This design comes from an exercise in tuning for small area, a short achievable clock period and few clock cycles per item on the open sky130 flow, not from production work. The RTL was checked by simulation tests, not by an equivalence proof against the original design. Power is estimated from default activity; no workload was simulated.

Setup of harbor:
Design flow_proportioned_pump_timer_unit, start of the top module:
module flow_proportioned_pump_timer_unit #(
    parameter int WINDOW_MS = 3600000
) (
    input  logic                        i_clk,
    input  logic                        i_rst_n,
    input  logic                        i_tick_valid,
    output logic                        o_tick_ready,
    input  logic                        i_tick,
    output logic                        o_res_valid,
    input  logic                        i_res_ready,
    output logic                        o_pump_on,
    output logic [fppt_pkg::TIME_W-1:0] o_phase_ms,
    output logic [fppt_pkg::TIME_W-1:0] o_on_time_ms,
    output logic [fppt_pkg::TIME_W-1:0] o_off_time_ms,
    output logic [fppt_pkg::CYC_W-1:0]  o_cycles_per_hour,
    output logic [fppt_pkg::MINF_W-1:0] o_min_flow,
    input  logic                        i_cfg_we,
    input  logic [0:0]                  i_cfg_idx,
    input  logic [fppt_pkg::FLOW_W-1:0] i_cfg_wdata
);
Settings: LEC_CHECK=0, CAP_MARGIN=20, CORE_MARGIN=2, CORE_UTILIZATION=40, PLACE_DENSITY=0.6, SETUP_SLACK_MARGIN=3.5, SLEW_MARGIN=20, TNS_END_PERCENT=10; clock period 8.0 ns.
run.sh (not shown) runs the stock make flow with config.mk's settings and CLKGATE_MAP_FILE= SYNTH_SCRIPT=/design/flow/synth_recipe.tcl, a recipe that flattens the netlist after the stock synthesis.
Testbench counts of harbor, summed over its fixed seeds: cycles 4,334, updates 320.
What indigo does differently from harbor at the input level:
==> flow/flow/run.sh (new file) <==
#!/bin/bash
# The standard layout, with the port buffers that ORFS inserts before global placement made of
# plain buf_2 cells (buffer_ports otherwise picks a delay cell here). Every port keeps its buffer.
set -euo pipefail
export BUFFER_PORTS_ARGS="-buffer_cell sky130_fd_sc_hd__buf_2"
bash standard.sh > standard_make.log 2>&1
==> flow/standard.sh (new file) <==
#!/bin/bash
# synth_recipe.tcl (not shown) runs the flow's synth.tcl, then flattens the netlist and writes it again
# the make line also repeats each setting of config.mk as NAME=value (left out here)
make -C /OpenROAD-flow-scripts/flow DESIGN_CONFIG=/design/flow/config.mk WORK_HOME=/design/flow/orfs CLKGATE_MAP_FILE= SYNTH_SCRIPT=/design/flow/synth_recipe.tcl "${@:-finish}"
-- flow/config.mk --
<<< harbor, line 10
export CORE_UTILIZATION = 40
export PLACE_DENSITY = 0.6
export SETUP_SLACK_MARGIN = 3.5
export SLEW_MARGIN = 20
export TNS_END_PERCENT = 10
>>> indigo, line 10
export CORE_UTILIZATION = 40
export PLACE_DENSITY = 0.6
export SETUP_SLACK_MARGIN = 3.8
export SLEW_MARGIN = 20
export TNS_END_PERCENT = 10
removed: flow/run.sh
[summary]
Internal power up 1.8% in indigo wrt harbor. Compared with harbor, in indigo non-clock buffer contribution to total cell area moved down; number of enable-type register cells in the synthesized netlist essentially unchanged; via count now sits higher; combinational power up 3.5%; detailed-placement wirelength estimate now smaller. Compared to harbor, indigo has final instance area 1.1% lower. Side by side, first-pass GRT wire length turned out lower in indigo than in harbor.
--- input diff indigo..maple ---
==> flow/run.sh (new file) <==
#!/bin/bash
# synth_recipe.tcl (not shown) runs the flow's synth.tcl, then flattens the netlist and writes it again
# the make line also repeats each setting of config.mk as NAME=value (left out here)
make -C /OpenROAD-flow-scripts/flow DESIGN_CONFIG=/design/flow/config.mk WORK_HOME=/design/flow/orfs CLKGATE_MAP_FILE= SYNTH_SCRIPT=/design/flow/synth_recipe.tcl finish
-- flow/config.mk --
<<< indigo, line 10
export CORE_UTILIZATION = 40
export PLACE_DENSITY = 0.6
export SETUP_SLACK_MARGIN = 3.8
export SLEW_MARGIN = 20
export TNS_END_PERCENT = 10
>>> maple, line 10
export CORE_UTILIZATION = 40
export PLACE_DENSITY = 0.6
export SETUP_SLACK_MARGIN = 3.5
export SLEW_MARGIN = 20
removed: flow/flow/run.sh
removed: flow/standard.sh
==> notes.md <==
Diff indigo -> maple: core utilization went up 0.43 points; mean cell area of the mapped netlist held. Re logic gate share of total power: maple and indigo aren't equal, and the lower value belongs to maple.
Input-level comparison between garnet and maple:
==> flow/flow/run.sh (new file) <==
#!/bin/bash
# The standard layout, with the port buffers that ORFS inserts before global placement made of
# plain buf_2 cells (buffer_ports otherwise picks a delay cell here). Every port keeps its buffer.
set -euo pipefail
export BUFFER_PORTS_ARGS="-buffer_cell sky130_fd_sc_hd__buf_2"
bash standard.sh > standard_make.log 2>&1
==> flow/standard.sh (new file) <==
#!/bin/bash
# synth_recipe.tcl (not shown) runs the flow's synth.tcl, then flattens the netlist and writes it again
# the make line also repeats each setting of config.mk as NAME=value (left out here)
make -C /OpenROAD-flow-scripts/flow DESIGN_CONFIG=/design/flow/config.mk WORK_HOME=/design/flow/orfs CLKGATE_MAP_FILE= SYNTH_SCRIPT=/design/flow/synth_recipe.tcl "${@:-finish}"
-- flow/config.mk --
<<< maple, line 12
export SETUP_SLACK_MARGIN = 3.5
export SLEW_MARGIN = 20
>>> garnet, line 12
export SETUP_SLACK_MARGIN = 3.5
export SLEW_MARGIN = 20
export TNS_END_PERCENT = 10
removed: flow/run.sh
Results
Biggest cell delay along the critical path: higher on garnet. Between maple and garnet, the difference in clock network power share is negligible. Going from maple to garnet, the static power due to leakage was found to have gone down by 2.0%.
Inputs modified between garnet and yarrow:
-- flow/config.mk --
<<< garnet, line 9
export CORE_MARGIN = 2
export CORE_UTILIZATION = 40
export PLACE_DENSITY = 0.6
export SETUP_SLACK_MARGIN = 3.5
>>> yarrow, line 9
export CORE_MARGIN = 2
export CORE_UTILIZATION = 40
export CTS_BUF_LIST = sky130_fd_sc_hd__clkbuf_4 sky130_fd_sc_hd__clkbuf_8
export PLACE_DENSITY = 0.6
export SETUP_SLACK_MARGIN = 3.5
In yarrow the data required time of the critical path turned out 0.03 ns lower than in garnet.
Measured against each other, garnet and yarrow differ in via count of the first global-routing pass, the lower figure coming from garnet.
Cells: yarrow has more instances than garnet
Portion of the clock cycle consumed by the worst path in the final layout: lower on yarrow
Summary of the comparison: minimum clock period is lower in yarrow, relative to garnet.
Looking at met3 usage in global routing, yarrow sits above garnet.
yarrow | status: complete | timing, DRC, antenna: pass
Summary of yarrow over garnet: sequential share of layout area did not really move, routed wire length neither gained nor lost much.
garnet and yarrow ended up with nearly the same first-pass GRT wire length.
Relative to yarrow, the following input files were edited for juniper:
==> flow/run.sh (new file) <==
#!/bin/bash
# synth_recipe.tcl (not shown) runs the flow's synth.tcl, then flattens the netlist and writes it again
# the make line also repeats each setting of config.mk as NAME=value (left out here)
make -C /OpenROAD-flow-scripts/flow DESIGN_CONFIG=/design/flow/config.mk WORK_HOME=/design/flow/orfs CLKGATE_MAP_FILE= SYNTH_SCRIPT=/design/flow/synth_recipe.tcl finish
-- flow/config.mk --
<<< yarrow, line 9
export CORE_MARGIN = 2
export CORE_UTILIZATION = 40
export CTS_BUF_LIST = sky130_fd_sc_hd__clkbuf_4 sky130_fd_sc_hd__clkbuf_8
export PLACE_DENSITY = 0.6
export SETUP_SLACK_MARGIN = 3.5
export SLEW_MARGIN = 20
export TNS_END_PERCENT = 10
>>> juniper, line 9
export CORE_MARGIN = 2
export CORE_UTILIZATION = 40
export PLACE_DENSITY = 0.6
export SETUP_SLACK_MARGIN = 3.5
export SLEW_MARGIN = 20
export TNS_END_PERCENT = 40
removed: flow/flow/run.sh
removed: flow/standard.sh
Findings:
Per the comparison of juniper with yarrow, critical path arrival went up 0.03 ns, worst-case vdd ir drop shrank by 11%. Compared with yarrow, juniper shows a lower worst setup margin. Changes observed in juniper relative to yarrow: number of placed instances with taps included higher, count of plain and timing-repair buffers in the layout higher, largest fanout on the critical path lower, internal power component higher, mean instance size in the synthesized netlist roughly the same. [juniper] total vias in the final route rose about 1.2% relative to yarrow. The sequential power of juniper and that of yarrow are within noise of each other. Compared with yarrow, juniper shows a higher footprint of the multi-input gates.

[separate check: timing with driven ports]
How much do the figures lean on ideal ports? The routed layouts below were timed once more, with nothing changed but the port constraints. Step 1 (the two cells are an assumption about what drives the block):
set clk [get_ports {i_clk}]
set_driving_cell -lib_cell sky130_fd_sc_hd__clkbuf_16 $clk
set_driving_cell -lib_cell sky130_fd_sc_hd__buf_2 [delete_from_list [all_inputs] $clk]
Step 2 moves the port delays by t, midway between the first and last clock arrival at a register: inputs arrive t later, outputs are due t later. That takes back most of the time a late clock gives input paths. Slacks: ideal / step 1 / step 2; pairs: ideal / step 1.
| run | t (ns) | setup slack, ns | hold slack, ns | worst register clock-pin slew, ns |
|---|---|---|---|---|
| harbor | 0.627 | 3.355 / 3.216 / 2.590 | 0.493 / 0.493 / 0.493 | 0.06 / 0.06 |
| indigo | 0.649 | 3.380 / 3.216 / 2.567 | 0.489 / 0.489 / 0.489 | 0.06 / 0.06 |
| maple | 0.647 | 3.303 / 3.147 / 2.501 | 0.498 / 0.498 / 0.498 | 0.07 / 0.07 |
| garnet | 0.651 | 3.374 / 3.219 / 2.568 | 0.491 / 0.491 / 0.491 | 0.07 / 0.07 |
| yarrow | 0.668 | 3.389 / 3.256 / 2.587 | 0.491 / 0.491 / 0.491 | 0.07 / 0.07 |
| juniper | 0.627 | 3.380 / 3.223 / 2.595 | 0.490 / 0.490 / 0.490 | 0.06 / 0.06 |
After both steps every run listed still meets setup and hold. The setup slack of indigo, which loses most, moves by -0.164 ns with the drivers and by -0.813 ns with both steps.
